From an optimization exercise on the open Yosys and OpenROAD flow, aimed at small area, a short achievable clock period and few clock cycles per item; shortcuts taken in it are not production practice.
No functional check of the RTL was part of any run shown here.
No activity file was given, so power comes from the tool's default toggle rates.

### flow/constraint.sdc
create_clock -name core_clock -period 7.5 [get_ports {clk}]
set_input_delay 1.5000 -clock core_clock [delete_from_list [all_inputs] [get_ports {clk}]]
set_output_delay 1.5000 -clock core_clock [all_outputs]
set_load 0.01 [all_outputs]
### flow/design.v
`default_nettype none
package dtpg_pkg;
  localparam int MAX_DIM   = 1024;
  localparam int DIM_W     = 11;
  localparam int COORD_W   = 10;
  localparam int COLOR_W   = 16;
  localparam int STRIDE_W  = 12;
  localparam int ADDR_W    = 21;
  localparam int CFG_IDX_W = 3;
  localparam int CFG_DAT_W = 16;
  localparam int BAR_IDX_W = 3;
  localparam int BAR_CNT_W = 7;
  localparam logic [CFG_IDX_W-1:0] REG_MODE   = 3'd0;
  localparam logic [CFG_IDX_W-1:0] REG_SOLID  = 3'd1;
  localparam logic [CFG_IDX_W-1:0] REG_WIDTH  = 3'd2;
  localparam logic [CFG_IDX_W-1:0] REG_HEIGHT = 3'd3;
  localparam logic [CFG_IDX_W-1:0] REG_STRIDE = 3'd4;
  typedef struct packed {
    logic       qr;     
    logic       rp;     
    logic       norm;   
    logic       xs_a;   
    logic       xs_b;   
    logic       addx;   
    logic [3:0] bidx_n;   
  } seq_t;
  function automatic logic [COLOR_W-1:0] bar_color(input logic [BAR_IDX_W-1:0] idx);
    case (idx)
      3'd0:    bar_color = 16'hf800;
      3'd1:    bar_color = 16'h07e0;
      3'd2:    bar_color = 16'h001f;
      3'd3:    bar_color = 16'hffe0;
      3'd4:    bar_color = 16'hf81f;
      3'd5:    bar_color = 16'h07ff;
      3'd6:    bar_color = 16'hffff;
      default: bar_color = 16'h0000;
    endcase
  endfunction
endpackage
`default_nettype wire
`default_nettype none
module dtpg_div #(
  parameter int QW = 8,
  parameter int RW = 10
) (
  input  wire logic          clk,
  input  wire logic          clr,
  input  wire logic          dbl,
  input  wire logic          step,
  input  wire logic          rp,
  input  wire logic          cin,
  input  wire logic [RW-1:0] d,
  output logic      [QW-1:0] q,
  output logic      [QW-1:0] q_d      
);
  logic [QW-1:0] q_r, sq_r, q_n, qa, qb;
  logic [RW-1:0] r_r, sr_r, r_n, s1;
  logic [RW:0]   srd_r, x2, s2;
  logic          c2, ge;
  always_comb begin
    s1 = r_r + sr_r;
    if (dbl) begin
      x2 = {2'b11, ~d[RW-1:1]};
      c2 = !(d[0] && !cin);
    end else if (rp) begin
      x2 = {1'b1, ~d};
      c2 = 1'b1;
    end else begin
      x2 = srd_r;
      c2 = 1'b0;
    end
    s2 = {1'b0, r_r} + x2 + {{RW{1'b0}}, c2};
    ge = !s2[RW];
    qa = q_r + sq_r;
    qb = q_r + sq_r + 1'b1;
    if (dbl) begin
      r_n = ge ? {s2[RW-2:0], cin ^ d[0]} : {r_r[RW-2:0], cin};
      q_n = {q_r[QW-2:0], ge};
    end else begin
      r_n = ge ? s2[RW-1:0] : s1;
      q_n = ge ? qb : qa;
    end
  end
  always_comb begin
    if (clr)               q_d = '0;
    else if (dbl || step)  q_d = q_n;
    else                   q_d = q_r;
  end
  always_ff @(posedge clk) begin
    q_r <= q_d;
    if (clr) begin
      r_r <= '0;
    end else if (dbl || step) begin
      r_r <= r_n;
    end
    if (rp) begin
      sq_r  <= q_r;
      sr_r  <= r_r;
      srd_r <= s2;
    end
  end
  assign q = q_r;
endmodule
`default_nettype wire
`default_nettype none
import dtpg_pkg::*;
module dtpg_ctrl (
  input  wire logic                  clk,
  input  wire logic                  rst_n,
  input  wire logic                  cfg_we,
  input  wire logic [CFG_IDX_W-1:0]  cfg_index,
  input  wire logic                  in_tvalid,
  output logic                       in_tready,
  input  wire logic                  in_restart,
  input  wire logic                  out_free,
  output logic                       emit,        
  output logic                       emit_rst,    
  output dtpg_pkg::seq_t             seq
);
  logic       v0_r, v1_r, e0_r, e1_r;
  logic       push, head_rst;
  logic       wr_dim, wr_stride;
  logic       idle_r, qr_r, rp_r, norm_r, xs_r, addx_r;
  logic [4:0] cnt_r, cnt_n;
  assign in_tready = !v1_r;
  assign push      = in_tvalid && !v1_r;
  assign head_rst  = v0_r && e0_r;
  assign emit      = idle_r && v0_r && out_free;
  assign emit_rst  = e0_r;
  always_ff @(posedge clk) begin
    if (!rst_n) begin
      v0_r <= 1'b0;
      v1_r <= 1'b0;
    end else begin
      if (emit) begin
        v0_r <= v1_r || push;
        v1_r <= 1'b0;
      end else if (push) begin
        v0_r <= 1'b1;
        v1_r <= v0_r;
      end
    end
    if (emit) begin
      e0_r <= v1_r ? e1_r : in_restart;
    end else if (push && !v0_r) begin
      e0_r <= in_restart;
    end
    if (push) e1_r <= in_restart;
  end
  assign wr_dim    = cfg_we && (cfg_index == REG_WIDTH || cfg_index == REG_HEIGHT);
  assign wr_stride = cfg_we && (cfg_index == REG_STRIDE) && !qr_r && !rp_r;
  always_comb begin
    cnt_n = cnt_r;
    if (!rst_n || wr_dim)          cnt_n = 5'd7;
    else if (wr_stride)            cnt_n = cnt_r;
    else if (norm_r)               cnt_n = 5'd20;
    else if (qr_r || xs_r)         cnt_n = cnt_r - 1'b1;
  end
  always_ff @(posedge clk) begin
    cnt_r <= cnt_n;
    if (!rst_n || wr_dim) begin
      {idle_r, qr_r, rp_r, norm_r, xs_r, addx_r} <= 6'b010000;
    end else if (wr_stride) begin
      {idle_r, qr_r, rp_r, norm_r, xs_r, addx_r} <= 6'b000100;
    end else begin
      if (qr_r && cnt_r == 5'd0) begin
        qr_r <= 1'b0;
        rp_r <= 1'b1;
      end
      if (rp_r) begin
        rp_r   <= 1'b0;
        idle_r <= head_rst;
        norm_r <= !head_rst;
      end
      if (norm_r) begin
        norm_r <= 1'b0;
        idle_r <= head_rst;
        xs_r   <= !head_rst;
      end
      if (xs_r) begin
        if (head_rst) begin
          xs_r   <= 1'b0;
          idle_r <= 1'b1;
        end else if (cnt_r == 5'd0) begin
          xs_r   <= 1'b0;
          addx_r <= 1'b1;
        end
      end
      if (addx_r) begin
        addx_r <= 1'b0;
        idle_r <= 1'b1;
      end
    end
  end
  always_comb begin
    seq.qr   = qr_r;
    seq.rp   = rp_r;
    seq.norm = norm_r;
    seq.xs_a = xs_r && cnt_r[0];
    seq.xs_b = xs_r && !cnt_r[0];
    seq.addx = addx_r;
    seq.bidx_n = cnt_n[4:1];
  end
endmodule
`default_nettype wire
`default_nettype none
import dtpg_pkg::*;
module dtpg_dp (
  input  wire logic                  clk,
  input  wire logic                  rst_n,
  input  wire logic                  cfg_we,
  input  wire logic [CFG_IDX_W-1:0]  cfg_index,
  input  wire logic [CFG_DAT_W-1:0]  cfg_wdata,
  input  wire logic                  emit,
  input  wire logic                  emit_rst,
  input  dtpg_pkg::seq_t             seq,
  output logic                       out_tvalid,
  input  wire logic                  out_tready,
  output logic                       out_free,
  output logic [63:0]                out_tdata,
  output logic                       out_tlast
);
  logic [1:0]           mode_r;
  logic [COLOR_W-1:0]   solid_r;
  logic [COORD_W-1:0]   wm1_r, hm1_r;
  logic [STRIDE_W-1:0]  stride_r;
  logic [COORD_W-1:0]   wr_m1;
  logic                 wr_dim;
  always_comb begin
    if (cfg_wdata[DIM_W-1:0] == '0) wr_m1 = '0;
    else if (cfg_wdata[COORD_W])    wr_m1 = COORD_W'(MAX_DIM - 1);
    else                            wr_m1 = cfg_wdata[COORD_W-1:0] - 1'b1;
  end
  assign wr_dim = cfg_we && (cfg_index == REG_WIDTH || cfg_index == REG_HEIGHT);
  always_ff @(posedge clk) begin
    if (!rst_n) begin
      mode_r   <= 2'd0;
      solid_r  <= 16'h001f;
      wm1_r    <= 10'd319;
      hm1_r    <= 10'd239;
      stride_r <= 12'd320;
    end else if (cfg_we) begin
      case (cfg_index)
        REG_MODE:   mode_r   <= cfg_wdata[1:0];
        REG_SOLID:  solid_r  <= cfg_wdata;
        REG_WIDTH:  wm1_r    <= wr_m1;
        REG_HEIGHT: hm1_r    <= wr_m1;
        REG_STRIDE: stride_r <= cfg_wdata[STRIDE_W-1:0];
        default:    ;
      endcase
    end
  end
  logic [BAR_CNT_W-1:0] bwm1;
  logic [COORD_W-1:0]   wm1_m7;
  always_comb begin
    wm1_m7 = wm1_r - 10'd7;
    bwm1   = (wm1_r < 10'd7) ? '0 : wm1_m7[COORD_W-1:3];
  end
  logic [COORD_W-1:0] x_r, y_r, x_n, y_n;
  logic               eol_r, eof_r, last_r, fresh_r, valid_r;
  logic               xbit_r, ybit_r;
  logic               upd, adv, kill, xbit, ybit;
  logic [COORD_W:0]   y_inc;
  logic               xwrap, ywrap;
  assign xbit  = xbit_r;
  assign ybit  = ybit_r;
  assign upd   = emit || cfg_we;
  assign adv   = upd && !fresh_r;      
  assign kill  = emit && emit_rst;     
  assign y_inc = {1'b0, y_r} + 1'b1;
  assign xwrap = (x_r > wm1_r);
  assign ywrap = xwrap ? (y_inc > {1'b0, hm1_r}) : (y_r > hm1_r);
  always_comb begin
    x_n = x_r;
    y_n = y_r;
    if (kill) begin
      x_n = '0;
      y_n = '0;
    end else if (adv) begin
      x_n = eol_r ? '0 : x_r + 1'b1;
      if (eol_r) y_n = eof_r ? '0 : y_inc[COORD_W-1:0];
    end else if (seq.norm) begin
      if (xwrap) x_n = '0;
      if (ywrap) y_n = '0;
      else if (xwrap) y_n = y_inc[COORD_W-1:0];
    end
  end
  always_ff @(posedge clk) begin
    if (!rst_n) begin
      x_r     <= '0;
      y_r     <= '0;
      eol_r   <= 1'b0;
      eof_r   <= 1'b0;
      last_r  <= 1'b0;
      fresh_r <= 1'b1;
      valid_r <= 1'b0;
    end else begin
      x_r   <= x_n;
      y_r   <= y_n;
      eol_r  <= (x_n == wm1_r);
      eof_r  <= (y_n == hm1_r);
      last_r <= (x_n == wm1_r) && (y_n == hm1_r);
      if (cfg_we)     fresh_r <= 1'b1;
      else if (emit)  fresh_r <= 1'b0;
      if (emit)            valid_r <= 1'b1;
      else if (out_tready) valid_r <= 1'b0;
    end
  end
  always_ff @(posedge clk) begin
    xbit_r <= (seq.bidx_n < 4'd10) && x_r[seq.bidx_n];
    ybit_r <= (seq.bidx_n < 4'd10) && y_r[seq.bidx_n];
  end
  logic [7:0] rq, gq, rq_d, gq_d;
  dtpg_div #(.QW(8), .RW(COORD_W)) u_red (
    .clk  (clk),
    .clr  (!rst_n || wr_dim || kill || (adv && eol_r) || seq.norm),
    .dbl  (seq.qr || seq.xs_a),
    .step ((adv && !eol_r) || (seq.xs_b && xbit)),
    .rp   (seq.rp),
    .cin  (seq.qr),
    .d    (wm1_r),
    .q    (rq),
    .q_d  (rq_d)
  );
  dtpg_div #(.QW(8), .RW(COORD_W)) u_green (
    .clk  (clk),
    .clr  (!rst_n || wr_dim || kill || (adv && eol_r && eof_r) || seq.norm),
    .dbl  (seq.qr || seq.xs_a),
    .step ((adv && eol_r && !eof_r) || (seq.xs_b && ybit)),
    .rp   (seq.rp),
    .cin  (seq.qr),
    .d    (hm1_r),
    .q    (gq),
    .q_d  (gq_d)
  );
  logic [BAR_IDX_W-1:0] bq_r;
  logic [BAR_CNT_W-1:0] bc_r;
  logic [BAR_CNT_W+1:0] bt;
  logic                 beq, bge;
  always_comb begin
    beq = (bc_r == bwm1);
    bt  = {1'b0, bc_r, xbit} - {2'b00, bwm1} - 1'b1;
    bge = !bt[BAR_CNT_W+1];
  end
  logic [BAR_IDX_W-1:0] bq_d;
  always_comb begin
    bq_d = bq_r;
    if (kill || (adv && eol_r) || seq.norm) bq_d = '0;
    else if (seq.xs_a)                      bq_d = bq_r[2] ? 3'd7 : {bq_r[1:0], bge};
    else if (adv && bq_r != 3'd7)           bq_d = bq_r + {2'b00, beq};
  end
  always_ff @(posedge clk) begin
    bq_r <= bq_d;
    if (kill || (adv && eol_r) || seq.norm) begin
      bc_r <= '0;
    end else if (seq.xs_a) begin
      bc_r <= bge ? bt[BAR_CNT_W-1:0] : {bc_r[BAR_CNT_W-2:0], xbit};
    end else if (adv) begin
      bc_r <= beq ? '0 : bc_r + 1'b1;
    end
  end
  logic [ADDR_W-1:0] rb_r, addr_r, rb_a, rb_b, rb_s;
  always_comb begin
    rb_a = seq.xs_a ? {rb_r[ADDR_W-2:0], 1'b0} : rb_r;
    if (seq.addx)                rb_b = ADDR_W'(x_r);
    else if (seq.xs_a && !ybit)  rb_b = '0;
    else                         rb_b = ADDR_W'(stride_r);
    rb_s = rb_a + rb_b;
  end
  always_ff @(posedge clk) begin
    if (kill || (adv && eol_r && eof_r) || seq.norm) rb_r <= '0;
    else if ((adv && eol_r) || seq.xs_a)            rb_r <= rb_s;
    if (kill || (adv && eol_r && eof_r))  addr_r <= '0;
    else if ((adv && eol_r) || seq.addx)  addr_r <= rb_s;
    else if (adv)                         addr_r <= addr_r + 1'b1;
  end
  logic [4:0]          red5;
  logic [5:0]          grn6;
  logic [COLOR_W-1:0]  color, color_r;
  always_comb begin
    red5 = (wm1_r == '0) ? 5'd0 : rq_d[7:3];
    grn6 = (hm1_r == '0) ? 6'd0 : gq_d[7:2];
    case (mode_r)
      2'd1:    color = {red5, grn6, ~red5};
      2'd2:    color = dtpg_pkg::bar_color(bq_d);
      default: color = solid_r;
    endcase
  end
  always_ff @(posedge clk) color_r <= color;
  assign out_free   = !valid_r || out_tready;
  assign out_tvalid = valid_r;
  assign out_tdata  = {7'd0, addr_r, y_r, x_r, color_r};
  assign out_tlast  = last_r;
endmodule
`default_nettype wire
`default_nettype none
import dtpg_pkg::*;
module display_test_pattern_generator (
  input  wire logic                           clk,
  input  wire logic                           rst_n,
  input  wire logic                           cfg_we,
  input  wire logic [dtpg_pkg::CFG_IDX_W-1:0] cfg_index,
  input  wire logic [dtpg_pkg::CFG_DAT_W-1:0] cfg_wdata,
  input  wire logic                           in_tvalid,
  output logic                                in_tready,
  input  wire logic [7:0]                     in_tdata,    
  output logic                                out_tvalid,
  input  wire logic                           out_tready,
  output logic [63:0]                         out_tdata,
  output logic                                out_tlast    
);
  logic           out_free, emit, emit_rst;
  dtpg_pkg::seq_t seq;
  dtpg_ctrl u_ctrl (
    .clk        (clk),
    .rst_n      (rst_n),
    .cfg_we     (cfg_we),
    .cfg_index  (cfg_index),
    .in_tvalid  (in_tvalid),
    .in_tready  (in_tready),
    .in_restart (in_tdata[0]),
    .out_free   (out_free),
    .emit       (emit),
    .emit_rst   (emit_rst),
    .seq        (seq)
  );
  dtpg_dp u_dp (
    .clk        (clk),
    .rst_n      (rst_n),
    .cfg_we     (cfg_we),
    .cfg_index  (cfg_index),
    .cfg_wdata  (cfg_wdata),
    .emit       (emit),
    .emit_rst   (emit_rst),
    .seq        (seq),
    .out_tvalid (out_tvalid),
    .out_tready (out_tready),
    .out_free   (out_free),
    .out_tdata  (out_tdata),
    .out_tlast  (out_tlast)
  );
endmodule
`default_nettype wire
### flow/config.mk
export PLATFORM = sky130hd
export DESIGN_NAME = display_test_pattern_generator
export DESIGN_NICKNAME = display_test_pattern_generator
export VERILOG_FILES = /design/flow/design.v
export SDC_FILE = /design/flow/constraint.sdc
export NUM_CORES = 4
export LEC_CHECK = 0
export ABC_CLOCK_PERIOD_IN_PS = 3000
export CAP_MARGIN = 20
export CORE_MARGIN = 2
export CORE_UTILIZATION = 40
export SETUP_SLACK_MARGIN = 4.2
export SLEW_MARGIN = 20
### flow/run.sh
#!/bin/bash
# synth_recipe.tcl (not shown) runs the flow's synth.tcl, then flattens the netlist and writes it again
# the make line also repeats each setting of config.mk as NAME=value (left out here)
make -C /OpenROAD-flow-scripts/flow DESIGN_CONFIG=/design/flow/config.mk WORK_HOME=/design/flow/orfs CLKGATE_MAP_FILE= SYNTH_SCRIPT=/design/flow/synth_recipe.tcl finish
==> impl_metrics.tcl, run 1 <==
set metrics [dict create \
    clk_pin_slew_ps 60 \
    fin_skew_ps 17.2 \
    worstPathMaxFanout 5 \
    ys_seq_area_share_pct 32.0 \
    dpl_cell_area_um2 19200 \
    htree_levels 1 \
    synth_edf_count 60 \
    drv_slew 0 \
    cp-end-kind "register" \
    crit_required_ps 8010 \
    numPortBuffers 84 \
    grt_overflow 0 \
    multiInputGateArea_um2 12700 \
    dpl.cell_count 2767 \
    drc_errors 0 \
    syn-mean-instance-area_um2 8.06 \
    clk-insertion-delay-late_ps 600 \
    place_worst_setup_slack_ps 2010 \
    grt_pass1_wl_um 96000 \
    fill_cells 4050 \
    leakage_nw 9.01 \
    max_stage_delay_ps 560 \
    worst-setup-path-type "reg -> reg" \
    track_usage_pct 26.0 \
    crit_path_top_delay_cell "or4_4" \
    finalSetupViolations 0 \
    hold_class "reg -> reg" \
    maxCapViolations 0 \
    hpwlAfterDp_um 40700 \
    r2r_slack_ps 3610 \
    tightestPinTransition_ps 1040 \
    worst_r2r_path_depth 19 \
    peakVddDrop_mv 0.152 \
    finalNetCount 2527 \
    max_freq_mhz 257 \
    netlist_area_um2 17800 \
    ys.flop_type "dfxtp_1" \
    synthCells 2202 \
    power.switching_mw 1.16 \
    fin_crit_sh_pct 51.8 \
    die_w_um 215 \
    p_total_mw 4.00 \
    cts_root_buf "clkbuf_16" \
    die_y_um 215 \
    num_rows 77 \
    first_iter_violations 1354 \
    arrival_ps 4400 \
    crit_path_start_kind "register" \
    status "finished clean" \
    initial_utilization_pct 40.3 \
    route.antenna.remaining_nets 0 \
    grt_pass1_vias 17007 \
    hp-start "u_dp.solid_r[12]" \
    cts-hold-fix-buffers 0 \
    area.growth.synth_to_final_pct 30.1 \
    worst_hold_path.endpoint "u_dp.solid_r[12]" \
    final.setup.tns_ps 0 \
    antenna_cells 0 \
    power.share.clock_pct 39.5 \
    antenna_found_initial 0 \
    period_minus_slack_ps 3890 \
    synth_cell_types 88 \
    clock_sinks 254 \
    seq_power_share_pct 38.4 \
    routed-via-count 17782 \
    final_area_um2 23100 \
    synth_warnings 3 \
    dieArea_um2 46100 \
    wl_per_cell_um 21.2 \
    path_cells "or2_4 -> or4_4 -> xnor2_2 -> a21oi_1 -> mux2i_1 -> a21oi_1 -> or3_4 -> inv_4 -> ha_4 -> ha_4 -> nand2_4 -> nor4_4 -> mux2i_1 -> nor2b_4 -> nand2_1 -> xor2_1 -> a21oi_2 -> buf_4 -> a221oi_2" \
    wl_um 63300 \
    reg2reg_from "u_dp.wm1_r[5]" \
    synth-async-reset-ratio_pct 0 \
    grt_max_degree 39 \
    finish.utilization_pct 52.5 \
    power.share.switching_pct 29.1 \
    gp_congestion 0.933 \
    finalHoldViolations 0 \
    cts_tree "built" \
    cts_buffers 30 \
    fin_cells 2988 \
    rsz0062_at_grt "true" \
    viasPerCell 5.95 \
    pin_count 99 \
    clk_path_buf_depth 3 \
    ys_ff_latch 254 \
    min_delay_path_depth 2 \
    powerDensity_nw_per_um2 173 \
    worst_slack_ps 3610 \
    r2r-end "u_dp.color_r[7]" \
    drive_above_1_share_pct 22.9 \
    timing.hold.ws_ps 458 \
    p_int_mw 2.83 \
    max_slew_margin_pct 30.9 \
    core_area_um2 44000 \
    seq_area_um2 5790 \
    combPwrFrac_pct 22.1 \
    first_pass_iters 6 \
]
## cells in the mapped netlist (all sizes together) (16+ instances only)
master  instances  share of area [%]
a211oi         41                1.8
a21o           24                1.0
a21oi         233                6.6
a31oi          18               0.63
and2           20               0.70
and3           33                1.2
buf            31               0.87
clkbuf        107                2.3
dfxtp         194                 22
edfxtp         60                 10
ha            113                8.0
inv            84                1.8
mux2i          31                1.7
mux4           17                2.2
nand2         285                6.0
nand2b         17               0.60
nand3          38                1.1
nand4          16               0.56
nor2          207                4.4
nor2b          35                1.2
nor3           58                1.6
nor4           23               0.85
o211ai         36                1.5
o21a           16               0.68
o21ai         106                3.0
or2            18               0.63
or3            17               0.60
xnor2          79                3.9
xor2           43                2.1
## power groups by stage
stage                     Combinational, mW  Sequential, mW  Clock, mW
after floorplan                       0.530            1.54          0
after global placement                0.640            1.57          0
after detailed placement              0.662            1.57          0
after CTS                             0.823            1.53       1.60
after global routing                  0.959            1.54       1.64
final                                 0.883            1.54       1.58
## flip-flops by register name, summed over array words and instances, names as in the netlist, 11 cells and up
register / count
u_dp.addr_r: 21
u_dp.rb_r: 21
u_dp.color_r: 16
u_dp.solid_r: 16
u_dp.stride_r: 12
u_dp.u_green.srd_r: 11
u_dp.u_red.srd_r: 11
## kinds of logic (layout without fill, tap and decap cells)
| logic type | count (synthesis) | count (layout) | synth area share, % |
|---|---|---|---|
| adders and majority gates | 123 | 123 | 9.09 |
| AOI/OAI and AO/OA | 611 | 612 | 21.9 |
| muxes | 53 | 53 | 4.22 |
| other | 1 | 7 | 0.0211 |
| xor gates and xnor gates | 122 | 122 | 6.02 |
| and+or+nand+nor | 815 | 822 | 21.8 |
| buffers and inverters | 223 | 403 | 4.93 |
| DFF | 254 | 254 | 32.0 |
## routing by layer
metal	global-route usage [%]	routed length (µm)	vias up
met3	3.34	4380	150
li1	-	-	8313
met5	0	0	-
met4	9.54	2250	0
met1	34.1	27100	8620
met2	43.7	29500	699
## placed cells by master, fill, tap and decap left out, types with 11 or more instances in the layout
| cell | synthesis | layout |
|---|---|---|
| and2_1 | 18 | 14 |
| dfxtp_4 | 0 | 22 |
| a211oi_1 | 40 | 22 |
| nand3_1 | 37 | 33 |
| nor2b_1 | 35 | 28 |
| nor2_4 | 0 | 11 |
| nand2_2 | 1 | 17 |
| clkdlybuf4s50_1 | 0 | 79 |
| or3_1 | 17 | 15 |
| xor2_1 | 43 | 41 |
| buf_4 | 7 | 138 |
| a21oi_1 | 233 | 209 |
| nor3_1 | 58 | 51 |
| nor2_1 | 207 | 191 |
| o21ai_1 | 4 | 17 |
| a21oi_2 | 0 | 21 |
| mux4_2 | 17 | 17 |
| nand2_1 | 284 | 260 |
| ha_4 | 0 | 11 |
| o21ai_2 | 1 | 11 |
| nand4_1 | 16 | 16 |
| nor4_1 | 22 | 18 |
| clkbuf_16 | 0 | 32 |
| a21o_1 | 24 | 23 |
| inv_1 | 81 | 75 |
| xnor2_1 | 79 | 72 |
| o21a_1 | 16 | 14 |
| ha_1 | 113 | 100 |
| nand2b_1 | 17 | 13 |
| edfxtp_1 | 60 | 60 |
| and3_1 | 33 | 30 |
| dfxtp_2 | 0 | 18 |
| dfxtp_1 | 194 | 154 |
| mux2i_1 | 31 | 26 |
| o21ai_0 | 101 | 75 |
| a211oi_2 | 1 | 16 |
| buf_6 | 0 | 24 |
| o211ai_1 | 36 | 36 |
| a31oi_1 | 18 | 13 |
| or2_2 | 14 | 15 |
## cell type report
class | instances | share of cell area, %
clock buffers | 46 | 3.95
clock inverters | 10 | 0.661
inverters | 85 | 1.48
multi-input cells | 1739 | 55.0
flip-flops and latches | 254 | 25.1
well taps | 592 | 3.21
repair buffers | 262 | 10.7
## critical path, delay by kind of cell, from the launching register on
| family | cells | cell delay (ps) |
|---|---|---|
| DFF | 1 | 340 |
| xor gates and xnor gates | 2 | 340 |
| adders and majority gates | 2 | 250 |
| and+or+nand+nor | 7 | 1660 |
| AOI/OAI and AO/OA | 4 | 520 |
| buffers and inverters | 2 | 270 |
| muxes | 2 | 410 |
## what timing repair did
action	in CTS	in global routing
gates resized for setup	239	146
endpoints found under the hold margin	0	0
setup buffers	109	47
endpoints found under the setup margin	151	101
pin swaps	85	103
gates cloned	7	2
## worst max-delay path by stage
| stage | startpoint | to | slack (ps) | cells after the start |
|---|---|---|---|---|
| finish | u_dp.wm1_r[5] | u_dp.color_r[7] | 3610 | 19 |
| global route | u_dp.wm1_r[5] | u_dp.color_r[7] | 3490 | 19 |
| CTS | u_ctrl.cnt_r[0] | u_dp.color_r[12] | 3580 | 18 |
| detailed placement | cfg_we | u_dp.color_r[15] | 2010 | 11 |
| global placement | cfg_we | u_dp.last_r | 2050 | 10 |
| floorplan | u_ctrl.rp_r | u_dp.u_red.r_r[7] | 3400 | 17 |
==> run 2, diff against run 1 <==
--- a/flow/config.mk
+++ b/flow/config.mk
@@ -7,3 +7,3 @@
 export LEC_CHECK = 0
-export ABC_CLOCK_PERIOD_IN_PS = 3000
+export ABC_CLOCK_PERIOD_IN_PS = 2800
 export CAP_MARGIN = 20
@@ -11,3 +11,3 @@
 export CORE_UTILIZATION = 40
-export SETUP_SLACK_MARGIN = 4.2
+export SETUP_SLACK_MARGIN = 4.6
 export SLEW_MARGIN = 20
==> run 2 against run 1 <==
Net effect: worst setup slack worse by 53 ps; total power grew 2.9%; non-clock buffer count increased by 84; still clean; register-to-register slack lost 50 ps; combinational power rose by 4.5%; synthesized area stayed put; worst hold slack lost 2.6 ps; maximum frequency decreased by 1.4%.
==> impl_metrics.tcl, run 2 <==
set metrics [dict create \
    clk_path_buf_depth 3 \
    antenna_found_initial 2 \
    timing.hold.ws_ps 455 \
    clock_sinks 254 \
    route.antenna.remaining_nets 0 \
    drv_slew 0 \
    max_freq_mhz 254 \
    pin_count 99 \
    cp-end-kind "register" \
    grt_pass1_wl_um 98400 \
    syn-mean-instance-area_um2 8.06 \
    period_minus_slack_ps 3940 \
    finalNetCount 2612 \
    final_common_cell "nand2_1" \
    synth-async-reset-ratio_pct 0 \
    synthCells 2202 \
    top_regs "u_dp.addr_r: 21 flops, u_dp.rb_r: 21 flops" \
    final.setup.tns_ps 0 \
    viasPerCell 5.96 \
    grt_pass1_vias 17418 \
    finalHoldViolations 0 \
    crit_required_ps 8000 \
    routed-via-count 18321 \
    finalSetupViolations 0 \
    ys.flop_type "dfxtp_1" \
    netlist_area_um2 17800 \
    num_rows 77 \
    die_y_um 215 \
    synthTopCellsByArea "dfxtp_1, edfxtp_1, ha_1" \
    wl_um 65500 \
    clk_pin_slew_ps 60 \
    status "finished clean" \
    drive_above_1_share_pct 29.8 \
    peakVddDrop_mv 0.191 \
    grt_max_degree 40 \
    fin_skew_ps 14.3 \
    ys_ff_latch 254 \
    numPortBuffers 84 \
    cts_tree "built" \
    clk-insertion-delay-late_ps 590 \
    final_cell_mix "nand2_1, a21oi_1, buf_4, nor2_1, dfxtp_1" \
    fill_cells 3841 \
    ys_seq_area_share_pct 32.0 \
    hpwlAfterDp_um 40500 \
    ys_top_cells_by_count "nand2_1, a21oi_1, nor2_1, dfxtp_1, ha_1" \
    crit_path_start_kind "register" \
    die_w_um 215 \
    synth_warnings 3 \
    yosysTopAreaCellShare_pct 21.9 \
    first_pass_iters 6 \
    synth.most_common_cell "nand2_1" \
    htree_levels 1 \
    grt_overflow 0 \
    core_area_um2 44000 \
    gp_congestion 0.927 \
    cts_buffers 31 \
    maxCapViolations 0 \
    first_iter_violations 1780 \
    track_usage_pct 26.5 \
    powerDensity_nw_per_um2 166 \
    wl_per_cell_um 21.3 \
    worst-setup-path-type "reg -> reg" \
    tightestPinTransition_ps 1180 \
    leakage_nw 10.1 \
    initial_utilization_pct 40.3 \
    max_slew_margin_pct 21.5 \
    dieArea_um2 46100 \
    rsz0062_at_grt "true" \
    area.growth.synth_to_final_pct 39.3 \
    hold_class "reg -> reg" \
    synth_edf_count 60 \
    cts_root_buf "clkbuf_16" \
    fin_crit_sh_pct 52.6 \
    drc_errors 0 \
    worstPathMaxFanout 5 \
    synth_top_area_cell "dfxtp_1" \
    arrival_ps 4440 \
    synth_cell_types 88 \
]
## run 2: kinds of logic after synthesis
group | after synthesis | share of synthesized area [%]
mux | 53 | 4.22
simple gates | 815 | 21.8
compound gates | 611 | 21.9
other cells | 1 | 0.0211
fa+ha+maj | 123 | 9.09
flops | 254 | 32.0
buf+inv | 223 | 4.93
xor+xnor | 122 | 6.02
## run 2: layer usage
layer | vias up | wire (µm) | global-route usage [%] | part of all wire (%)
met1 | 8875 | 27500 | 35.3 | 42
met3 | 187 | 4880 | 4.05 | 7.5
met5 | - | 11 | 0 | 0.017
li1 | 8493 | - | - | -
met4 | 2 | 2620 | 9.47 | 4.0
met2 | 764 | 30500 | 43.6 | 47
## run 2: metrics by stage
stage / util (%) / total power [mW] / instances / setup WS, ps / cell area, µm²
after floorplan: - / 2.08 / 2208 / 3400 / 18700
after global placement: 44.3 / 2.22 / 2758 / 2080 / 19500
after detailed placement: 44.3 / 2.23 / 2759 / 2090 / 19500
after CTS: 53.1 / 4.03 / 3005 / 3520 / 23400
after global routing: 56.2 / 4.27 / 3074 / 3360 / 24700
final: 56.2 / 4.11 / 3075 / 3560 / 24700
## run 2: timing repair
item / CTS / global route
hold buffers: 0 / 0
pin swaps: 121 / 127
setup endpoints to repair: 251 / 142
cloned: 9 / 3
resized for setup: 429 / 171
buffers inserted: 179 / 66
## run 2: critical path, cell delays in order (launching register included)
cell	delay (ps)
dfxtp_4	360
or2_4	250
or4_4	560
xnor2_2	150
a21oi_1	80
mux2i_1	180
a21oi_2	90
or3_4	350
inv_2	70
ha_4	120
ha_4	130
nand2_4	40
nor4_4	160
mux2i_1	250
nor2b_4	170
nand2_1	80
xor2_1	220
a21oi_2	100
buf_4	180
nor2b_1	120
a221oi_1	200
## run 2: cell type report
type,count,area (µm²),area share [%]
Sequential cell,254,5850,23.6
Clock buffer,47,990,4.00
Tap cell,592,741,3.00
Timing Repair Buffer,346,3290,13.3
Clock inverter,11,149,0.602
Antenna cell,1,2.50,0.0101
Multi-Input combinational cell,1739,13400,54.0
Inverter,85,352,1.42
## run 2: final timing paths
kind,start,to,slack (ps),depth (start not counted)
max,u_dp.wm1_r[5],u_dp.color_r[7],3560,20
min,u_dp.stride_r[4],u_dp.stride_r[4],460,2
max reg2reg,u_dp.wm1_r[5],u_dp.color_r[7],3560,20
min reg2reg,u_dp.stride_r[4],u_dp.stride_r[4],460,2
## run 2: where the power goes
part | internal (mW) | switching [mW] | total, mW
logic | 0.449 | 0.474 | 0.923
registers | 1.46 | 0.0757 | 1.53
clock network | 1.01 | 0.645 | 1.66
total | 2.92 | 1.19 | 4.11
==> run 3, diff against run 2 <==
--- a/flow/design.v
+++ b/flow/design.v
@@ -23,2 +23,3 @@
     logic       xs_b;   
+    logic       dbl;    
     logic       addx;   
@@ -61,12 +62,6 @@
     s1 = r_r + sr_r;
-    if (dbl) begin
-      x2 = {2'b11, ~d[RW-1:1]};
-      c2 = !(d[0] && !cin);
-    end else if (rp) begin
-      x2 = {1'b1, ~d};
-      c2 = 1'b1;
-    end else begin
-      x2 = srd_r;
-      c2 = 1'b0;
-    end
+    x2 = ({(RW+1){dbl}} & {2'b11, ~d[RW-1:1]}) |
+         ({(RW+1){rp}}  & {1'b1, ~d}) |
+         ({(RW+1){!dbl && !rp}} & srd_r);
+    c2 = dbl ? !(d[0] && !cin) : rp;
     s2 = {1'b0, r_r} + x2 + {{RW{1'b0}}, c2};
@@ -151,29 +146,27 @@
   assign wr_stride = cfg_we && (cfg_index == REG_STRIDE) && !qr_r && !rp_r;
+  logic idle_n, qr_n, rp_n, norm_n, xs_n, addx_n;
   always_comb begin
+    {idle_n, qr_n, rp_n, norm_n, xs_n, addx_n} = {idle_r, qr_r, rp_r, norm_r, xs_r, addx_r};
     cnt_n = cnt_r;
-    if (!rst_n || wr_dim)          cnt_n = 5'd7;
-    else if (wr_stride)            cnt_n = cnt_r;
-    else if (norm_r)               cnt_n = 5'd20;
-    else if (qr_r || xs_r)         cnt_n = cnt_r - 1'b1;
-  end
-  always_ff @(posedge clk) begin
-    cnt_r <= cnt_n;
     if (!rst_n || wr_dim) begin
-      {idle_r, qr_r, rp_r, norm_r, xs_r, addx_r} <= 6'b010000;
+      {idle_n, qr_n, rp_n, norm_n, xs_n, addx_n} = 6'b010000;
+      cnt_n = 5'd7;
     end else if (wr_stride) begin
-      {idle_r, qr_r, rp_r, norm_r, xs_r, addx_r} <= 6'b000100;
+      {idle_n, qr_n, rp_n, norm_n, xs_n, addx_n} = 6'b000100;
     end else begin
+      if (qr_r || xs_r) cnt_n = cnt_r - 1'b1;
       if (qr_r && cnt_r == 5'd0) begin
-        qr_r <= 1'b0;
-        rp_r <= 1'b1;
+        qr_n = 1'b0;
+        rp_n = 1'b1;
       end
       if (rp_r) begin
-        rp_r   <= 1'b0;
-        idle_r <= head_rst;
-        norm_r <= !head_rst;
+        rp_n   = 1'b0;
+        idle_n = head_rst;
+        norm_n = !head_rst;
       end
       if (norm_r) begin
-        norm_r <= 1'b0;
-        idle_r <= head_rst;
-        xs_r   <= !head_rst;
+        norm_n = 1'b0;
+        idle_n = head_rst;
+        xs_n   = !head_rst;
+        cnt_n  = 5'd20;
       end
@@ -181,7 +174,7 @@
         if (head_rst) begin
-          xs_r   <= 1'b0;
-          idle_r <= 1'b1;
+          xs_n   = 1'b0;
+          idle_n = 1'b1;
         end else if (cnt_r == 5'd0) begin
-          xs_r   <= 1'b0;
-          addx_r <= 1'b1;
+          xs_n   = 1'b0;
+          addx_n = 1'b1;
         end
@@ -189,4 +182,4 @@
       if (addx_r) begin
-        addx_r <= 1'b0;
-        idle_r <= 1'b1;
+        addx_n = 1'b0;
+        idle_n = 1'b1;
       end
@@ -194,9 +187,18 @@
   end
+  logic xsa_r, xsb_r, dbl_r;
+  always_ff @(posedge clk) begin
+    cnt_r <= cnt_n;
+    {idle_r, qr_r, rp_r, norm_r, xs_r, addx_r} <= {idle_n, qr_n, rp_n, norm_n, xs_n, addx_n};
+    xsa_r <= xs_n && cnt_n[0];
+    xsb_r <= xs_n && !cnt_n[0];
+    dbl_r <= qr_n || (xs_n && cnt_n[0]);
+  end
   always_comb begin
-    seq.qr   = qr_r;
-    seq.rp   = rp_r;
-    seq.norm = norm_r;
-    seq.xs_a = xs_r && cnt_r[0];
-    seq.xs_b = xs_r && !cnt_r[0];
-    seq.addx = addx_r;
+    seq.qr     = qr_r;
+    seq.rp     = rp_r;
+    seq.norm   = norm_r;
+    seq.xs_a   = xsa_r;
+    seq.xs_b   = xsb_r;
+    seq.dbl    = dbl_r;
+    seq.addx   = addx_r;
     seq.bidx_n = cnt_n[4:1];
@@ -254,6 +256,4 @@
   logic [COORD_W-1:0]   wm1_m7;
-  always_comb begin
-    wm1_m7 = wm1_r - 10'd7;
-    bwm1   = (wm1_r < 10'd7) ? '0 : wm1_m7[COORD_W-1:3];
-  end
+  assign wm1_m7 = wm1_r - 10'd7;
+  always_ff @(posedge clk) bwm1 <= (wm1_r < 10'd7) ? '0 : wm1_m7[COORD_W-1:3];
   logic [COORD_W-1:0] x_r, y_r, x_n, y_n;
@@ -316,3 +316,3 @@
     .clr  (!rst_n || wr_dim || kill || (adv && eol_r) || seq.norm),
-    .dbl  (seq.qr || seq.xs_a),
+    .dbl  (seq.dbl),
     .step ((adv && !eol_r) || (seq.xs_b && xbit)),
@@ -327,3 +327,3 @@
     .clr  (!rst_n || wr_dim || kill || (adv && eol_r && eof_r) || seq.norm),
-    .dbl  (seq.qr || seq.xs_a),
+    .dbl  (seq.dbl),
     .step ((adv && eol_r && !eof_r) || (seq.xs_b && ybit)),
--- a/flow/config.mk
+++ b/flow/config.mk
@@ -7,3 +7,3 @@
 export LEC_CHECK = 0
-export ABC_CLOCK_PERIOD_IN_PS = 2800
+export ABC_CLOCK_PERIOD_IN_PS = 3000
 export CAP_MARGIN = 20
@@ -11,3 +11,3 @@
 export CORE_UTILIZATION = 40
-export SETUP_SLACK_MARGIN = 4.6
+export SETUP_SLACK_MARGIN = 4.2
 export SLEW_MARGIN = 20
==> run 3 against run 2 <==
Net effect: via count shrank 8.0%; synthesized cell count decreased by 4.0%; largest power group unchanged; worst hold slack gained 2.7 ps; first-iteration DRC count fell by 24%; critical path depth shrank 2; global-route usage fell by 2.1 points; clock-buffer cell count decreased by 2; still clean on timing, DRC and antenna.
==> impl_metrics.tcl, run 3 <==
set metrics [dict create \
    status "finished clean" \
    worst_slack_ps 3630 \
    top_regs "u_dp.addr_r: 21 flops, u_dp.rb_r: 21 flops" \
    crit_path_top_delay_cell "a2111o_1" \
    viasPerCell 5.80 \
    hp-start "u_dp.stride_r[3]" \
    synth_cell_types 98 \
    clk-insertion-delay-late_ps 590 \
    powerDensity_nw_per_um2 184 \
    numPortBuffers 84 \
    clock_sinks 264 \
    max_stage_delay_ps 480 \
    grt_pass1_wl_um 90500 \
    cp-end-kind "register" \
    num_rows 77 \
    cts-hold-fix-buffers 0 \
    fill_cells 4078 \
    fin_crit_sh_pct 51.6 \
    crit_path_start_kind "register" \
    first_pass_iters 7 \
    antenna_cells 0 \
    synthTopCellsByArea "dfxtp_1, edfxtp_1, ha_1" \
    final_cell_mix "nand2_1, dfxtp_1, a21oi_1, nor2_1, buf_4" \
    synth_edf_count 60 \
    area.growth.synth_to_final_pct 28.9 \
    wl_per_cell_um 20.1 \
    timing.hold.ws_ps 458 \
    gp_congestion 0.924 \
    place_worst_setup_slack_ps 2070 \
    core_area_um2 43900 \
    drc_errors 0 \
    final.setup.tns_ps 0 \
    synth.most_common_cell "nand2_1" \
    hpwlAfterDp_um 39200 \
    cts_tree "built" \
    yosysTopAreaCellShare_pct 23.1 \
    track_usage_pct 24.4 \
    route.antenna.remaining_nets 0 \
    dieArea_um2 46000 \
    final_common_cell "nand2_1" \
    period_minus_slack_ps 3870 \
    synth_top_area_cell "dfxtp_1" \
    maxCapViolations 0 \
    synthCells 2113 \
    drive_above_1_share_pct 21.8 \
    initial_utilization_pct 40.3 \
    grt_pass1_vias 16398 \
    fin_skew_ps 12.7 \
    ys_top_cells_by_count "nand2_1, dfxtp_1, a21oi_1, nor2_1, ha_1" \
    clk_path_buf_depth 3 \
    synth_warnings 3 \
    peakVddDrop_mv 0.210 \
    startpoint "u_ctrl.dbl_r" \
    synth-async-reset-ratio_pct 0 \
    worst-setup-path-type "reg -> reg" \
    rsz0062_at_grt "true" \
    grt_overflow 0 \
    die_w_um 214 \
    p_total_mw 4.20 \
    clk_pin_slew_ps 60 \
    drv_slew 0 \
    tightestPinTransition_ps 1010 \
    cts_buffers 31 \
    antenna_found_initial 1 \
    first_iter_violations 1353 \
    worstPathMaxFanout 5 \
    syn-mean-instance-area_um2 8.38 \
    grt_max_degree 39 \
    pin_count 99 \
    leakage_nw 9.09 \
    max_freq_mhz 258 \
    hold_class "reg -> reg" \
    finalHoldViolations 0 \
    cpMostUsedCell "fa_2" \
    netlist_area_um2 17700 \
    reg2reg_from "u_ctrl.dbl_r" \
    finalNetCount 2444 \
    path_cells "buf_12 -> clkinvlp_4 -> buf_6 -> o22ai_2 -> a21oi_2 -> fa_2 -> inv_2 -> fa_2 -> a21oi_4 -> o2111ai_4 -> a2111o_1 -> a311oi_2 -> nor4b_4 -> xnor2_1 -> nor2_2 -> a2bb2oi_4 -> nor2b_1 -> o22a_1" \
    htree_levels 1 \
    wl_um 58400 \
    die_y_um 214 \
    crit_required_ps 7970 \
    cts_root_buf "clkbuf_16" \
    ys.flop_type "dfxtp_1" \
    ys_seq_area_share_pct 33.2 \
    max_slew_margin_pct 32.4 \
    arrival_ps 4330 \
    finalSetupViolations 0 \
    routed-via-count 16848 \
    ys_ff_latch 264 \
]
## run 3: through the flow
step / util [%] / cells / instance area [µm²]
floorplan: - / 2119 / 18200
global placement: 44.0 / 2698 / 19300
detailed placement: 44.0 / 2698 / 19300
CTS: 50.5 / 2878 / 22200
global route: 52.0 / 2906 / 22800
finish: 52.0 / 2906 / 22800
## run 3: layer usage
metal / global-route usage [%] / share of wire (%)
met1: 32.2 / 44
met2: 39.7 / 46
met3: 4.55 / 6.7
met4: 9.47 / 3.8
met5: 0 / 0.022
## run 3: path summary, 6_finish.rpt
path,cells past startpoint,end,slack (ps)
setup / recovery,18,u_dp.color_r[14],3630
hold / removal,2,u_dp.stride_r[3],460
setup reg to reg,18,u_dp.color_r[14],3630
hold reg to reg,2,u_dp.stride_r[3],460
## run 3: cell type report
class,count,area [µm²],share of cell area [%]
Multi-Input combinational cell,1622,12100,53.0
Tap cell,592,741,3.24
Sequential cell,264,5960,26.1
Clock inverter,13,135,0.592
Timing Repair Buffer,258,2500,11.0
Inverter,111,427,1.87
Clock buffer,45,963,4.22
Timing Repair inverter,1,7.51,0.0329
## run 3: cells by family after synthesis
logic type                 after synthesis  share of synthesized area (%)
other                                    1                         0.0212
muxes                                   77                           5.65
xor gates and xnor gates               119                           5.89
buffers and inverters                  234                           5.20
adders and majority gates              123                           9.11
AOI/OAI and AO/OA                      574                           21.5
and+or+nand+nor                        721                           19.4
DFF                                    264                           33.2
## run 3: what timing repair did
| action | 4_1_cts | 5_1_grt |
|---|---|---|
| cloned | 6 | 1 |
| resized for setup | 222 | 94 |
| buffers inserted | 116 | 27 |
| pin swaps | 67 | 74 |
| endpoints found under the hold margin | 0 | 0 |
| endpoints found under the setup margin | 160 | 86 |
## run 3: critical path, delay by kind of cell (launching register included)
family / cells / cell delay (ps)
adder cells (fa/ha/maj): 2 / 610
flip-flops: 1 / 350
XOR/XNOR: 1 / 120
AO/OA/AOI/OAI: 8 / 1790
buffers and inverters: 4 / 360
AND/OR/NAND/NOR: 3 / 480
## run 3: where the power goes
part / switching [mW] / internal, mW
clock network: 0.659 / 0.963
registers: 0.0862 / 1.53
logic: 0.473 / 0.492
==> run 4, diff against run 3 <==
--- a/flow/config.mk
+++ b/flow/config.mk
@@ -7,3 +7,3 @@
 export LEC_CHECK = 0
-export ABC_CLOCK_PERIOD_IN_PS = 3000
+export ABC_CLOCK_PERIOD_IN_PS = 3500
 export CAP_MARGIN = 20
@@ -11,3 +11,3 @@
 export CORE_UTILIZATION = 40
-export SETUP_SLACK_MARGIN = 4.2
+export SETUP_SLACK_MARGIN = 3.5
 export SLEW_MARGIN = 20
==> run 4 against run 3 <==
Net effect: sequential cell count is the same; register-to-register slack improved by 30 ps; routed wire length down 5.7%; still clean on timing, DRC and antenna; die area stayed put; core utilization fell by 4.1 points; sequential power about the same.
==> impl_metrics.tcl, run 4 <==
set metrics [dict create \
    maxCapViolations 0 \
    synth_warnings 3 \
    core_area_um2 43900 \
    crit_buf_inv 3 \
    worst_slack_ps 3490 \
    netlist_area_um2 17700 \
    ys.flop_type "dfxtp_1" \
    dieArea_um2 46000 \
    period_minus_slack_ps 4010 \
    p_total_mw 4.01 \
    grt_overflow 0 \
    fin_skew_ps 26.7 \
    peakVddDrop_mv 0.214 \
    finalNetCount 2338 \
    top_regs "u_dp.addr_r: 21 flops, u_dp.rb_r: 21 flops" \
    yosysTopAreaCellShare_pct 23.1 \
    gp_congestion 0.915 \
    clk_pin_slew_ps 60 \
    worstPathMaxFanout 15 \
    pin_count 99 \
    first_iter_violations 1433 \
    powerDensity_nw_per_um2 191 \
    cpMostUsedCell "buf_6" \
    clk_path_buf_depth 3 \
    final_cell_mix "nand2_1, dfxtp_1, a21oi_1, nor2_1, ha_1" \
    die_w_um 214 \
    fin_crit_sh_pct 53.4 \
    area.growth.synth_to_final_pct 18.7 \
    ys_top_cells_by_count "nand2_1, dfxtp_1, a21oi_1, nor2_1, ha_1" \
    worst-setup-path-type "in -> reg" \
    synth_top_area_cell "dfxtp_1" \
    syn-mean-instance-area_um2 8.38 \
    drv_slew 0 \
    leakage_nw 8.20 \
    num_rows 77 \
    final_common_cell "nand2_1" \
    grt_max_degree 63 \
    track_usage_pct 22.9 \
    cts_root_buf "clkbuf_16" \
    fin_cells 2800 \
    antenna_found_initial 0 \
    drc_errors 0 \
    route.antenna.remaining_nets 0 \
    finalSetupViolations 0 \
    arrival_ps 4460 \
    grt_pass1_vias 15361 \
    drive_above_1_share_pct 12.6 \
    max_stage_delay_ps 430 \
    wl_um 55100 \
    routed-via-count 16294 \
    place_worst_setup_slack_ps 2010 \
    hpwlAfterDp_um 39200 \
    max_freq_mhz 250 \
    die_y_um 214 \
    synth_cell_types 98 \
    synth_edf_count 60 \
    antenna_cells 0 \
    tightestPinTransition_ps 1090 \
    ys_seq_area_share_pct 33.2 \
    grt_pass1_wl_um 85200 \
    path_delay_family "simple AND/OR/NAND/NOR gates" \
    status "finished clean" \
    max_slew_margin_pct 26.9 \
    clk-insertion-delay-late_ps 600 \
    synthTopCellsByArea "dfxtp_1, edfxtp_1, ha_1" \
    crit_path_top_delay_cell "or3_4" \
    crit_required_ps 7950 \
    viasPerCell 5.82 \
    cts_tree "built" \
    clock_sinks 264 \
    finalHoldViolations 0 \
    cts-hold-fix-buffers 0 \
    initial_utilization_pct 40.3 \
    dpl.cell_count 2695 \
    synth.most_common_cell "nand2_1" \
    wl_per_cell_um 19.7 \
    numPortBuffers 84 \
    path_cells "clkdlybuf4s50_1 -> nand2b_2 -> a21oi_1 -> buf_6 -> nor2_2 -> buf_6 -> nand2_1 -> o22ai_1 -> or3_4 -> mux2_2 -> a211oi_4 -> and2b_2 -> a221oi_1" \
    cts_buffers 31 \
    htree_levels 1 \
    cp-end-kind "register" \
    seq_area_um2 5920 \
    rsz0062_at_grt "true" \
    synth-async-reset-ratio_pct 0 \
    fill_cells 4231 \
    multiInputGateArea_um2 11300 \
    ys_ff_latch 264 \
    first_pass_iters 5 \
    synthCells 2113 \
    final.setup.tns_ps 0 \
    hold_class "reg -> reg" \
    crit_path_start_kind "input port" \
]
## run 4: cell counts after synthesis
No cell type changed its count.
## run 4: cell families after synthesis
logic type	share of synthesized area, %
buf+inv	5.20
xor+xnor	5.89
fa+ha+maj	9.11
flops	33.2
mux	5.65
compound gates	21.5
other cells	0.0212
simple gates	19.4
## run 4: report_power, final
group | total, mW | switching (mW) | internal, mW
Sequential | 1.62 | 0.0852 | 1.53
Clock | 1.58 | 0.661 | 0.922
Combinational | 0.808 | 0.416 | 0.392
## run 4: layout make-up
class                           instances  area share (%)
Sequential cell                       264            28.2
Multi-Input combinational cell       1622            54.0
Clock inverter                         11           0.381
Timing Repair Buffer                  152            7.16
Timing Repair inverter                  1          0.0357
Inverter                              111            2.01
Tap cell                              592            3.52
Clock buffer                           47            4.76
## run 4: worst paths after layout
path         cells after the start  slack (ps)              from               end
max                             13        3490        out_tready   u_dp.color_r[0]
min                              2         440  u_dp.solid_r[15]  u_dp.color_r[15]
max reg2reg                     18        3660      u_ctrl.dbl_r   u_dp.color_r[3]
min reg2reg                      2         440  u_dp.solid_r[15]  u_dp.color_r[15]
## run 4: repair_timing
action	CTS	global route
gates resized for setup	62	55
setup buffers	10	32
setup endpoints to repair	79	44
gates cloned	2	3
pin swaps	11	22
## run 4: worst reg2reg max path, delay by kind of cell, from the launching register on
kind / cells / cell delay (ps)
buffers and inverters: 5 / 420
xor gates and xnor gates: 1 / 110
adders and majority gates: 2 / 650
and+or+nand+nor: 2 / 420
AOI/OAI and AO/OA: 8 / 1820
DFF: 1 / 360
## run 4: stage by stage
stage / util [%] / cell area, µm² / hold WS (ps)
after detailed placement: 43.3 / 19000 / 443
after global placement: 43.3 / 19000 / 440
after floorplan: - / 17800 / 425
final: 47.8 / 21000 / 444
after CTS: 46.5 / 20400 / 451
after global routing: 47.8 / 21000 / 457
## run 4: layer usage
layer	track usage [%]	up-vias	routed length, µm	share of wire (%)
li1	-	7817	-	-
met1	31.3	7815	24800	45
met2	37.3	567	25400	46
met3	3.35	95	3390	6.2
met4	7.48	0	1560	2.8
met5	0	-	0	0
==> run 5, diff against run 4 <==
--- a/flow/design.v
+++ b/flow/design.v
@@ -59,5 +59,6 @@
   logic [RW:0]   srd_r, x2, s2;
-  logic          c2, ge;
+  logic          c2, ge, co1, co2;
+  dtpg_add #(.N(RW))   u_s1 (.a(r_r), .b(sr_r), .ci(1'b0), .s(s1), .co(co1));
+  dtpg_add #(.N(RW+1)) u_s2 (.a({1'b0, r_r}), .b(x2), .ci(c2), .s(s2), .co(co2));
   always_comb begin
-    s1 = r_r + sr_r;
     x2 = ({(RW+1){dbl}} & {2'b11, ~d[RW-1:1]}) |
@@ -66,3 +67,2 @@
     c2 = dbl ? !(d[0] && !cin) : rp;
-    s2 = {1'b0, r_r} + x2 + {{RW{1'b0}}, c2};
     ge = !s2[RW];
@@ -100,2 +100,38 @@
 `default_nettype none
+module dtpg_add #(
+  parameter int N = 11
+) (
+  input  wire logic [N-1:0] a,
+  input  wire logic [N-1:0] b,
+  input  wire logic         ci,
+  output logic      [N-1:0] s,
+  output logic              co
+);
+  localparam int L = $clog2(N);
+  logic [N-1:0] g [0:L];
+  logic [N-1:0] p [0:L];
+  logic [N-1:0] h;
+  always_comb begin
+    h    = a ^ b;
+    g[0] = a & b;
+    p[0] = h;
+    g[0][0] = (a[0] & b[0]) | (h[0] & ci);
+    for (int l = 1; l <= L; l++) begin
+      for (int i = 0; i < N; i++) begin
+        if (i >= (1 << (l - 1))) begin
+          g[l][i] = g[l-1][i] | (p[l-1][i] & g[l-1][i - (1 << (l - 1))]);
+          p[l][i] = p[l-1][i] & p[l-1][i - (1 << (l - 1))];
+        end else begin
+          g[l][i] = g[l-1][i];
+          p[l][i] = p[l-1][i];
+        end
+      end
+    end
+    s[0] = h[0] ^ ci;
+    for (int i = 1; i < N; i++) s[i] = h[i] ^ g[L][i-1];
+    co = g[L][N-1];
+  end
+endmodule
+`default_nettype wire
+`default_nettype none
 import dtpg_pkg::*;
@@ -315,3 +351,3 @@
     .clk  (clk),
-    .clr  (!rst_n || wr_dim || kill || (adv && eol_r) || seq.norm),
+    .clr  (!rst_n || wr_dim || kill || (adv && eol_r) || seq.norm || (wm1_r == '0)),
     .dbl  (seq.dbl),
@@ -326,3 +362,3 @@
     .clk  (clk),
-    .clr  (!rst_n || wr_dim || kill || (adv && eol_r && eof_r) || seq.norm),
+    .clr  (!rst_n || wr_dim || kill || (adv && eol_r && eof_r) || seq.norm || (hm1_r == '0)),
     .dbl  (seq.dbl),
@@ -367,4 +403,5 @@
     else                         rb_b = ADDR_W'(stride_r);
-    rb_s = rb_a + rb_b;
   end
+  logic rb_co;
+  dtpg_add #(.N(ADDR_W)) u_rb (.a(rb_a), .b(rb_b), .ci(1'b0), .s(rb_s), .co(rb_co));
   always_ff @(posedge clk) begin
@@ -376,18 +413,16 @@
   end
-  logic [4:0]          red5;
-  logic [5:0]          grn6;
-  logic [COLOR_W-1:0]  color, color_r;
-  always_comb begin
-    red5 = (wm1_r == '0) ? 5'd0 : rq_d[7:3];
-    grn6 = (hm1_r == '0) ? 6'd0 : gq_d[7:2];
-    case (mode_r)
-      2'd1:    color = {red5, grn6, ~red5};
-      2'd2:    color = dtpg_pkg::bar_color(bq_d);
-      default: color = solid_r;
-    endcase
+  logic                is_grad, is_bar, is_solid;
+  logic [COLOR_W-1:0]  color, pal;
+  always_comb begin
+    is_grad  = (mode_r == 2'd1);
+    is_bar   = (mode_r == 2'd2);
+    is_solid = !is_grad && !is_bar;
+    pal      = dtpg_pkg::bar_color(bq_r);
+    color    = ({COLOR_W{is_grad}}  & {rq[7:3], gq[7:2], ~rq[7:3]}) |
+               ({COLOR_W{is_bar}}   & pal) |
+               ({COLOR_W{is_solid}} & solid_r);
   end
-  always_ff @(posedge clk) color_r <= color;
   assign out_free   = !valid_r || out_tready;
   assign out_tvalid = valid_r;
-  assign out_tdata  = {7'd0, addr_r, y_r, x_r, color_r};
+  assign out_tdata  = {7'd0, addr_r, y_r, x_r, color};
   assign out_tlast  = last_r;
--- a/flow/config.mk
+++ b/flow/config.mk
@@ -7,3 +7,3 @@
 export LEC_CHECK = 0
-export ABC_CLOCK_PERIOD_IN_PS = 3500
+export ABC_CLOCK_PERIOD_IN_PS = 3000
 export CAP_MARGIN = 20
@@ -11,3 +11,3 @@
 export CORE_UTILIZATION = 40
-export SETUP_SLACK_MARGIN = 3.5
+export SETUP_SLACK_MARGIN = 4.2
 export SLEW_MARGIN = 20
==> run 5 against run 4 <==
Net effect: largest power group unchanged; routed wire length is 9.4% higher; core utilization is 4.6 points higher; design area is 7.5% higher; combinational power is 27% higher; non-clock buffer count is 112 higher; cell count is 5.8% higher; worst hold slack better by 10 ps; critical path depth is 1 lower; sequential power is 6% lower; register-to-register slack better by 270 ps; largest cell class unchanged; sequential share of layout area is 3.1 points lower.
==> impl_metrics.tcl, run 5 <==
set metrics [dict create \
    status "finished clean" \
    max_freq_mhz 268 \
    seq_power_share_pct 38.1 \
    drv_slew 0 \
    grt_max_degree 50 \
    cp-end-kind "register" \
    clk_pin_slew_ps 60 \
    yosysTopAreaCellShare_pct 21.6 \
    r2r_slack_ps 3930 \
    cts_tree "built" \
    leakage_nw 8.99 \
    max_slew_margin_pct 44.0 \
    grt_pass1_wl_um 91900 \
    worstPathMaxFanout 5 \
    finalNetCount 2511 \
    period_minus_slack_ps 3730 \
    crit_path_start_kind "input port" \
    r2r-end "u_dp.last_r" \
    die_w_um 213 \
    synth.most_common_cell "nand2_1" \
    top_regs "u_dp.addr_r: 21 flops, u_dp.rb_r: 21 flops, u_dp.solid_r: 16 flops" \
    synth-compound-area-share_pct 22.9 \
    worst_slack_ps 3770 \
    rsz0062_at_grt "true" \
    ys_ff_latch 248 \
    route.antenna.remaining_nets 0 \
    syn-mean-instance-area_um2 7.97 \
    clk-insertion-delay-late_ps 590 \
    wl_per_cell_um 20.3 \
    pin_count 99 \
    netlist_area_um2 17400 \
    hp-start "u_dp.solid_r[5]" \
    ys_top_cells_by_count "nand2_1, a21oi_1, dfxtp_1, nor2_1, o21ai_0" \
    initial_utilization_pct 40.5 \
    reg2reg_from "u_dp.y_r[1]" \
    routed-via-count 17419 \
    worst_hold_path.endpoint "u_dp.solid_r[5]" \
    drive_above_1_share_pct 22.8 \
    fin_crit_sh_pct 49.8 \
    synth_simple_gate_area_share_pct 21.2 \
    gp_congestion 0.912 \
    synth_cell_types 81 \
    wl_um 60300 \
    fin_skew_ps 12.4 \
    track_usage_pct 25.6 \
    maxCapViolations 0 \
    hold_class "reg -> reg" \
    power.share.switching_pct 31.4 \
    synth_adder_area_share_pct 9.26 \
    min_delay_path_depth 2 \
    synthTopCellsByArea "dfxtp_1, edfxtp_1, ha_1" \
    synth-xor-area-share_pct 6.13 \
    finalHoldViolations 0 \
    ys_seq_area_share_pct 31.9 \
    ys.flop_type "dfxtp_1" \
    area.growth.synth_to_final_pct 29.6 \
    grt_pass1_vias 16716 \
    final_common_cell "nand2_1" \
    cts_buffers 30 \
    htree_levels 1 \
    powerDensity_nw_per_um2 176 \
    num_rows 76 \
    hpwlAfterDp_um 39700 \
    first_iter_violations 1606 \
    cts_root_buf "clkbuf_16" \
    antenna_cells 0 \
    p_int_mw 2.73 \
    tightestPinTransition_ps 840 \
    dieArea_um2 45200 \
    first_pass_iters 5 \
    drc_errors 0 \
    synth_top_area_cell "dfxtp_1" \
    final.setup.tns_ps 0 \
    worst-setup-path-type "in -> reg" \
    peakVddDrop_mv 0.164 \
    final_cell_mix "nand2_1, a21oi_1, nor2_1, dfxtp_1, buf_4" \
    synth_warnings 12 \
    power.switching_mw 1.25 \
    viasPerCell 5.88 \
    synth-async-reset-ratio_pct 0 \
    arrival_ps 4250 \
    worst_r2r_path_depth 16 \
    combPwrFrac_pct 25.9 \
    cts-hold-fix-buffers 0 \
    clk_path_buf_depth 3 \
    synth_edf_count 60 \
    synth_top_family_by_area "compound AO/OA/AOI/OAI gates" \
    numPortBuffers 84 \
    clock_sinks 248 \
    die_y_um 213 \
    place_worst_setup_slack_ps 2080 \
    core_area_um2 43100 \
    power.share.clock_pct 36.0 \
    grt_overflow 0 \
    crit_required_ps 8020 \
    synthCells 2186 \
    antenna_found_initial 1 \
    finalSetupViolations 0 \
    synthMuxAreaShare_pct 3.17 \
]
run 5: changes by cell type after synthesis, sizes merged, moves of 13 or more:
cell and delta:
a21oi +13, nand2 +62, and3 +21, inv -20
dfxtp -16, mux2i -23, o21ai +27, clkbuf +21
a22oi +19
run 5: cell families (layout without fill, tap and decap cells):
group           count (synthesis)  count (layout)
simple gates                  793             798
fa+ha+maj                     123             123
flops                         248             248
buf+inv                       232             413
xor+xnor                      122             122
compound gates                622             622
other cells                     1               7
mux                            45              45
run 5: stage by stage:
stage	utilization, %	cells	hold WS (ps)	instance area (µm²)	power (mW)
6_report	52.4	2963	454	22600	3.98
2_1_floorplan	-	2192	432	17900	2.16
4_1_cts	49.7	2910	454	21400	3.82
5_1_grt	52.4	2963	478	22600	4.15
3_5_place_dp	43.8	2747	446	18900	2.28
3_3_place_gp	43.8	2747	443	18900	2.26
run 5: layout make-up:
| type | instances | area, µm² |
|---|---|---|
| repair buffers | 264 | 2590 |
| clock buffers | 42 | 836 |
| well taps | 585 | 732 |
| inverters | 93 | 373 |
| clock inverters | 12 | 95.1 |
| fillers | 4024 | 20500 |
| multi-input cells | 1717 | 12300 |
| repair inverters | 2 | 20.0 |
| flip-flops and latches | 248 | 5670 |
run 5: power groups by stage:
| stage | clock network (mW) | registers [mW] | logic [mW] |
|---|---|---|---|
| after floorplan | 0 | 1.51 | 0.648 |
| after global placement | 0 | 1.54 | 0.722 |
| after detailed placement | 0 | 1.54 | 0.736 |
| after CTS | 1.45 | 1.51 | 0.851 |
| after global routing | 1.51 | 1.52 | 1.12 |
| final | 1.43 | 1.52 | 1.03 |
run 5: critical path, stage by stage:
cell and delay [ps]:
buf_6 90, nand2b_4 170, and3_4 200, o21a_4 200
buf_12 120, o21ai_2 40, or4b_4 450, or4_4 500
or4_4 440, nor4_4 150, o2111ai_2 200, nor3b_2 180
run 5: worst max path at each step:
stage	startpoint	endpoint
global placement	cfg_we	u_dp.last_r
detailed placement	cfg_we	u_dp.last_r
global route	out_tready	u_dp.last_r
CTS	out_tready	u_dp.last_r
finish	out_tready	u_dp.last_r
floorplan	out_tready	u_dp.last_r
run 5: repair_timing:
item	4_1_cts	5_1_grt
pin swaps	52	89
resized for setup	259	182
buffers inserted	97	48
endpoints found under the setup margin	148	96
gates cloned	12	5
run 5: per-layer routing:
metal / vias up / wire (µm) / GRT usage, %
li1: 8273 / - / -
met1: 8330 / 25900 / 33.0
met2: 632 / 28300 / 43.4
met3: 182 / 3460 / 3.57
met4: 2 / 2630 / 10.2
met5: - / 16 / 0
==> run 6, diff against run 5 <==
--- a/flow/config.mk
+++ b/flow/config.mk
@@ -7,3 +7,3 @@
 export LEC_CHECK = 0
-export ABC_CLOCK_PERIOD_IN_PS = 3000
+export ABC_CLOCK_PERIOD_IN_PS = 2500
 export CAP_MARGIN = 20
@@ -11,3 +11,3 @@
 export CORE_UTILIZATION = 40
-export SETUP_SLACK_MARGIN = 4.2
+export SETUP_SLACK_MARGIN = 4.6
 export SLEW_MARGIN = 20
==> run 6 against run 5 <==
Net effect: non-clock buffer count up 41; sequential share of layout area fell by 0.95 points; die area unchanged; highest routed layer unchanged; critical path depth shrank 1; sequential cell count stayed put; via count grew 2.5%; global-route usage rose by 0.64 points; synthesized cell count did not move; critical path type unchanged; clock skew up 26 ps; design area increased by 4.6%.
==> impl_metrics.tcl, run 6 <==
set metrics [dict create \
    status "finished clean" \
    hp-start "u_dp.stride_r[0]" \
    antenna_cells 0 \
    netlist_area_um2 17400 \
    crit_buf_inv 1 \
    synth-async-reset-ratio_pct 0 \
    synth-xor-area-share_pct 6.13 \
    drive_above_1_share_pct 27.9 \
    wl_per_cell_um 21.1 \
    yosysTopAreaCellShare_pct 21.6 \
    ys_ff_latch 248 \
    final_cell_mix "nand2_1, a21oi_1, buf_4, nor2_1, dfxtp_1" \
    arrival_ps 4180 \
    first_pass_iters 5 \
    track_usage_pct 26.3 \
    synth_edf_count 60 \
    synth_top_area_cell "dfxtp_1" \
    ys_seq_area_share_pct 31.9 \
    cpMostUsedCell "or4_4" \
    initial_utilization_pct 40.5 \
    finalHoldViolations 0 \
    die_y_um 213 \
    grt_max_degree 53 \
    antenna_found_initial 1 \
    p_total_mw 4.14 \
    startpoint "out_tready" \
    synth_cell_types 81 \
    grt_overflow 0 \
    rsz0062_at_grt "true" \
    max_stage_delay_ps 490 \
    clk_pin_slew_ps 60 \
    final_area_um2 23600 \
    pin_count 99 \
    route.antenna.remaining_nets 0 \
    final_common_cell "nand2_1" \
    crit_path_start_kind "input port" \
    fin_crit_sh_pct 49.1 \
    cts_buffers 30 \
    dieArea_um2 45200 \
    reg2reg_from "u_dp.wm1_r[5]" \
    leakage_nw 9.59 \
    final.setup.tns_ps 0 \
    htree_levels 1 \
    synthCells 2186 \
    die_w_um 213 \
    finalSetupViolations 0 \
    grt_pass1_vias 16943 \
    timing.hold.ws_ps 455 \
    powerDensity_nw_per_um2 175 \
    first_iter_violations 1455 \
    core_area_um2 43100 \
    fin_skew_ps 38.2 \
    hold_class "reg -> reg" \
    path_delay_family "simple AND/OR/NAND/NOR gates" \
    synth-compound-area-share_pct 22.9 \
    drc_errors 0 \
    ys.flop_type "dfxtp_1" \
    clk_path_buf_depth 3 \
    area.growth.synth_to_final_pct 35.6 \
    finish.utilization_pct 54.9 \
    wl_um 63400 \
    synthTopCellsByArea "dfxtp_1, edfxtp_1, ha_1" \
    synth_top_family_by_area "compound AO/OA/AOI/OAI gates" \
    max_slew_margin_pct 44.9 \
    clk-insertion-delay-late_ps 600 \
    synthMuxAreaShare_pct 3.17 \
    finalNetCount 2553 \
    ys_top_cells_by_count "nand2_1, a21oi_1, dfxtp_1, nor2_1, o21ai_0" \
    synth_warnings 12 \
    tightestPinTransition_ps 820 \
    crit_path_top_delay_cell "or4_4" \
]
==> run 6: layer usage <==
| metal | share of wire (%) | track usage [%] | wire length (µm) | up-vias |
|---|---|---|---|---|
| li1 | - | - | - | 8357 |
| met3 | 6.2 | 3.32 | 3930 | 182 |
| met5 | 0.021 | 0 | 13 | - |
| met1 | 43 | 34.8 | 27100 | 8583 |
| met2 | 47 | 43.6 | 29700 | 731 |
| met4 | 4.1 | 10.1 | 2620 | 2 |
==> run 6: final timing paths <==
kind                                          to  slack [ps]  cells past startpoint
worst min-delay path            u_dp.stride_r[0]         460                      2
worst max-delay path                 u_dp.last_r        3820                     11
worst min register to register  u_dp.stride_r[0]         460                      2
worst max register to register       u_dp.last_r        3860                     12
==> run 6: final cells by class <==
class / instances / area (µm²)
Timing Repair Buffer: 305 / 2850
Multi-Input combinational cell: 1718 / 12800
Fill cell: 3894 / 19400
Inverter: 93 / 379
Clock inverter: 12 / 186
Sequential cell: 248 / 5710
Tap cell: 585 / 732
Timing Repair inverter: 2 / 22.5
Clock buffer: 44 / 906
==> run 6: timing repair <==
action                                 4_1_cts  5_1_grt
resized for setup                          375      256
buffers inserted                           119       75
pin swaps                                   76      123
gates cloned                                 4       11
endpoints found under the hold margin        0        0
setup endpoints to repair                  240      136
==> run 6: worst min-delay path: stages, from the launching register on <==
cell and delay [ps]:
dfxtp_1 310, nand2_1 50, a21oi_1 50
==> run 6: kinds of logic (layout without fill, tap and decap cells) <==
group / count (synthesis) / after routing
xor gates and xnor gates: 122 / 122
AOI/OAI and AO/OA: 622 / 623
DFF: 248 / 248
buffers and inverters: 232 / 456
and+or+nand+nor: 793 / 798
other: 1 / 7
muxes: 45 / 45
adders and majority gates: 123 / 123
==> run 6: power by group <==
group	total, mW	switching (mW)	internal [mW]
clock network	1.60	0.628	0.976
logic	1.02	0.547	0.476
registers	1.51	0.0812	1.43
==> run 6: stage by stage <==
stage,std cells,worst slack (ps)
global placement,2741,1900
detailed placement,2742,2090
CTS,2921,3650
finish,3007,3820
global route,3007,3740
floorplan,2192,3320

Check on run 6: ideal ports give 3.819 ns setup slack; a clkbuf_16 on the clock port and buf_2 on the inputs give 3.847 ns; moving port delays by the midpoint clock arrival (0.643 ns) as well gives 3.204 ns.
